Background: an optimization exercise with open tools, aiming at small area. Do not read the settings as production practice.
The RTL was checked by simulation tests, not by an equivalence proof against the original design.
Power and IR drop assume default switching activity.

## job 8570
==> flow/design.v <==
module decode_stage #(
    parameter int REG_ADDR_W  = 5,
    parameter int STALL_CNT_W = 16
) (
    input  logic                   clk,
    input  logic                   rst,
    input  logic [31:0]            instr_in,
    input  logic                   wb_en,
    input  logic [REG_ADDR_W-1:0]  wb_addr,
    input  logic [31:0]            wb_data,
    output logic                   is_hazard,
    output logic                   id_valid,
    output logic [5:0]             id_opcode,
    output logic [5:0]             id_funct,
    output logic [REG_ADDR_W-1:0]  id_rs,
    output logic [REG_ADDR_W-1:0]  id_rt,
    output logic [REG_ADDR_W-1:0]  id_dest,
    output logic [31:0]            id_imm,
    output logic [31:0]            id_rs_data,
    output logic [31:0]            id_rt_data,
    output logic                   id_reg_write,
    output logic                   id_mem_read,
    output logic                   id_mem_write,
    output logic [STALL_CNT_W-1:0] stall_count
);
    localparam int NUM_REGS = 2 ** REG_ADDR_W;
    localparam logic [5:0] OP_RTYPE = 6'h00;
    localparam logic [5:0] OP_LW    = 6'h23;
    localparam logic [5:0] OP_SW    = 6'h2B;
    localparam logic [5:0] OP_ADDI  = 6'h08;
    localparam logic [5:0] OP_BEQ   = 6'h04;
    logic [31:0]                    ir_q;
    logic [NUM_REGS-1:1][31:0]      rf_q;
    logic [STALL_CNT_W-1:0]         stall_count_q;
    logic [5:0]            in_op;
    logic [REG_ADDR_W-1:0] in_rs, in_rt;
    logic                  in_uses_rt, id_load;
    assign in_op      = instr_in[31:26];
    assign in_rs      = instr_in[25:21];
    assign in_rt      = instr_in[20:16];
    assign in_uses_rt = (in_op == OP_RTYPE) | (in_op == OP_SW) | (in_op == OP_BEQ);
    assign id_load    = (ir_q[31:26] == OP_LW) & (ir_q[20:16] != '0);
    assign is_hazard  = id_load & ((in_rs == ir_q[20:16]) |
                                   (in_uses_rt & (in_rt == ir_q[20:16])));
    logic                   rf_wr_any;
    logic [31:0]            rf_wdata;
    assign rf_wr_any = ~rst | wb_en;
    assign rf_wdata  = wb_data & {32{rst}};
    always_ff @(posedge clk) begin
        if (!rst || is_hazard) ir_q <= '0;
        else                   ir_q <= instr_in;
        if (!rst)                                stall_count_q <= '0;
        else if (is_hazard && (stall_count_q != '1)) stall_count_q <= stall_count_q + 1'b1;
    end
    for (genvar r = 1; r < NUM_REGS; r++) begin : g_rf
        always_ff @(posedge clk) begin
            if (!rst || (wb_en && (wb_addr == r))) rf_q[r] <= rf_wdata;
        end
    end
    logic [5:0]            op;
    logic [REG_ADDR_W-1:0] rs, rt;
    assign op = ir_q[31:26];
    assign rs = ir_q[25:21];
    assign rt = ir_q[20:16];
    logic [NUM_REGS-1:0] sel_rs, sel_rt;
    logic [NUM_REGS-1:0][31:0] rf_all;
    assign rf_all = {rf_q, 32'h0};
    always_comb begin
        for (int r = 0; r < NUM_REGS; r++) begin
            sel_rs[r] = (rs == r);
            sel_rt[r] = (rt == r);
        end
    end
    for (genvar b = 0; b < 32; b++) begin : g_rd
        logic [10:0] ts, tt;
        for (genvar g = 0; g < 10; g++) begin : g_grp
            localparam int R0 = 3*g + 1;
            decode_stage_aoi222 u_s (
                .a1(sel_rs[R0]), .a2(rf_all[R0][b]), .b1(sel_rs[R0+1]), .b2(rf_all[R0+1][b]),
                .c1(sel_rs[R0+2]), .c2(rf_all[R0+2][b]), .y(ts[g]));
            decode_stage_aoi222 u_t (
                .a1(sel_rt[R0]), .a2(rf_all[R0][b]), .b1(sel_rt[R0+1]), .b2(rf_all[R0+1][b]),
                .c1(sel_rt[R0+2]), .c2(rf_all[R0+2][b]), .y(tt[g]));
        end
        assign ts[10] = ~(sel_rs[31] & rf_all[31][b]);
        assign tt[10] = ~(sel_rt[31] & rf_all[31][b]);
        decode_stage_or11n u_os (.t(ts), .y(id_rs_data[b]));
        decode_stage_or11n u_ot (.t(tt), .y(id_rt_data[b]));
    end
    always_comb begin
        case (op)
            OP_RTYPE:        id_dest = ir_q[15:11];
            OP_LW, OP_ADDI:  id_dest = rt;
            default:         id_dest = '0;
        endcase
    end
    assign id_valid     = (ir_q != '0);
    assign id_opcode    = op;
    assign id_funct     = ir_q[5:0];
    assign id_rs        = rs;
    assign id_rt        = rt;
    assign id_imm       = {{16{ir_q[15]}}, ir_q[15:0]};
    assign id_reg_write = (id_dest != '0);
    assign id_mem_read  = (op == OP_LW);
    assign id_mem_write = (op == OP_SW);
    assign stall_count  = stall_count_q;
endmodule
module decode_stage_aoi222 (
    input  logic a1, a2, b1, b2, c1, c2,
    output logic y
);
    assign y = ~((a1 & a2) | (b1 & b2) | (c1 & c2));
endmodule
module decode_stage_or11n (
    input  logic [10:0] t,
    output logic        y
);
    assign y = ~(&t);
endmodule
export LEC_CHECK = 0
export CAP_MARGIN = 20
export CORE_MARGIN = 2
export CORE_UTILIZATION = 50
export CTS_BUF_LIST = sky130_fd_sc_hd__clkbuf_4 sky130_fd_sc_hd__clkbuf_8
export SLEW_MARGIN = 20
export SYNTH_HIERARCHICAL = 1
create_clock -name core_clock -period 5.0 [get_ports {clk}]
standard.sh (not shown) runs the stock make flow with config.mk's settings and CLKGATE_MAP_FILE= SYNTH_SCRIPT=/design/flow/synth_recipe.tcl, a recipe that flattens the netlist after the stock synthesis.
==> flow/flow/run.sh <==
#!/bin/bash
# The standard layout, with the port buffers made from the smallest plain
# buffer (buf_1) instead of the delay buffer buffer_ports picks by default.
set -euo pipefail
export BUFFER_PORTS_ARGS="-buffer_cell sky130_fd_sc_hd__buf_1"
bash standard.sh > standard.log 2>&1
In job 8570 the implementation completed, yet the final layout does not meet the checks, the culprit being negative setup slack.
#### Input delta (job 3464 over job 8570)
- CORE_UTILIZATION changed from 50 to 40
- CTS_BUF_LIST removed (was sky130_fd_sc_hd__clkbuf_4 sky130_fd_sc_hd__clkbuf_8)
==> flow/run.sh (new file) <==
#!/bin/bash
# synth_recipe.tcl (not shown) runs the flow's synth.tcl, then flattens the netlist and writes it again
# the make line also repeats each setting of config.mk as NAME=value (left out here)
make -C /OpenROAD-flow-scripts/flow DESIGN_CONFIG=/design/flow/config.mk WORK_HOME=/design/flow/orfs CLKGATE_MAP_FILE= SYNTH_SCRIPT=/design/flow/synth_recipe.tcl finish
removed: flow/flow/run.sh
removed: flow/standard.sh
[summary]
- Of job 3464 and job 8570, only job 8570 fails to finish with a clean layout.
- Count of cell instances traversed by the critical path came out higher on job 3464 than on job 8570.
- Global-route usage for job 3464 is lower than for job 8570.
- Delta (job 3464 minus job 8570): total number of sequential cells roughly the same; non-clock buffer count higher; utilization lower; aggregate routed wire length higher.
## Diff of input files: job 795 against job 3464
- setting SETUP_SLACK_MARGIN to 0.2 for the first time
- changing CORE_UTILIZATION from 40 to 45
==> flow/flow/run.sh (new file) <==
#!/bin/bash
# The standard layout, with two changes:
#  - the port buffers are the smallest plain buffer (buf_1) instead of the
#    delay buffer buffer_ports picks by default;
#  - clock tree synthesis uses small clock buffers and larger sink clusters,
#    without dummy loads.
set -euo pipefail
export BUFFER_PORTS_ARGS="-buffer_cell sky130_fd_sc_hd__buf_1"
export CTS_ARGS="-sink_clustering_enable -repair_clock_nets -dont_use_dummy_load -buf_list {sky130_fd_sc_hd__clkbuf_4 sky130_fd_sc_hd__clkbuf_8} -sink_clustering_size 16 -sink_clustering_max_diameter 60"
bash standard.sh > standard.log 2>&1
==> flow/standard.sh (new file) <==
#!/bin/bash
# synth_recipe.tcl (not shown) runs the flow's synth.tcl, then flattens the netlist and writes it again
# the make line also repeats each setting of config.mk as NAME=value (left out here)
make -C /OpenROAD-flow-scripts/flow DESIGN_CONFIG=/design/flow/config.mk WORK_HOME=/design/flow/orfs CLKGATE_MAP_FILE= SYNTH_SCRIPT=/design/flow/synth_recipe.tcl "${@:-finish}"
removed: flow/run.sh
Findings:
- Of the two values seen for start point of the critical path, ir_q[17] was produced by job 3464 and ir_q[25] by job 795.
- Measured against job 3464, the core footprint of job 795 comes out at 0.886 times the reference value.
- For the clock-pin transition on the worst setup and hold timing paths, job 795 came in 0.03 ns higher than job 3464 did.
- The more densely filled core belongs to job 795, not job 3464.
- On job 795: final period demand of the worst path is 0.16 ns lower than what job 3464 gave.
Here is what was changed in the inputs of job 4995 compared with job 795.
- CORE_UTILIZATION: 45 -> 70
- SETUP_SLACK_MARGIN: 0.2 -> unset
- CTS_BUF_LIST: unset -> sky130_fd_sc_hd__clkbuf_4 sky130_fd_sc_hd__clkbuf_8
==> flow/run.sh (new file) <==
#!/bin/bash
# synth_recipe.tcl (not shown) runs the flow's synth.tcl, then flattens the netlist and writes it again
# the make line also repeats each setting of config.mk as NAME=value (left out here)
make -C /OpenROAD-flow-scripts/flow DESIGN_CONFIG=/design/flow/config.mk WORK_HOME=/design/flow/orfs CLKGATE_MAP_FILE= SYNTH_SCRIPT=/design/flow/synth_recipe.tcl finish
removed: flow/flow/run.sh
removed: flow/standard.sh
## What came out
- Job 795: all stages complete, timing, DRC and antenna checks passed
- Although job 4995 finished all stages, its layout failed final checks on negative setup slack.
- Worst setup path endpoint: id_rs_data[0] -> job 4995, id_rs_data[16] -> job 795
- Diff job 4995 and job 795: maximum frequency from static timing analysis higher in job 795
- Per the comparison of job 4995 with job 795, routed length on met3 increased about 20%; worst setup slack shows a reduction of 0.30 ns.
- [job 4995 vs job 795] half-perimeter wire length of the detailed placement result: lower in job 4995
- The final layout net count in job 4995 sits 62 above the value recorded for job 795.
- Going from job 795 to job 4995, count of clock-buffer cells in the layout +135, post-placement worst setup slack went down by 0.41 ns, post-layout utilization of the core rose 33 points, non-clock buffer share of cell area grew by 2.3 points, combinational fraction of design power decreased by 0.6 points relative to the old numbers.

re-timing with driven ports:
The flow's constraints put no driver on any port. The routed layouts listed below were extracted and timed again, unchanged, in two steps. Step 1, drivers: a clkbuf_16 drives clk and a buf_2 each remaining input, both assumed. Step 2 times the ports against the registers' clock, not the clock port: input delays grow and output delays shrink by t, the midpoint of the rising clock arrivals with the driver on. Three values: ideal, step 1, step 2; two values: the first two.
| run | t (ns) | slack for setup (ns) | worst setup path after step 2 | slew at the worst register clock pin (ns) | worst slew at a driven data input, ns |
|---|---|---|---|---|---|
| job 8570 | 0.886 | -0.036 / -0.100 / 0.786 | register to output | 0.07 / 0.07 | 0.06 |
| job 3464 | 0.750 | 0.073 / 0.000 / 0.708 | input to output | 0.07 / 0.07 | 0.07 |
| job 795 | 0.800 | 0.230 / 0.152 / 0.953 | register to output | 0.11 / 0.11 | 0.16 |
| job 4995 | 0.885 | -0.073 / -0.133 / 0.371 | input to output | 0.07 / 0.07 | 0.06 |
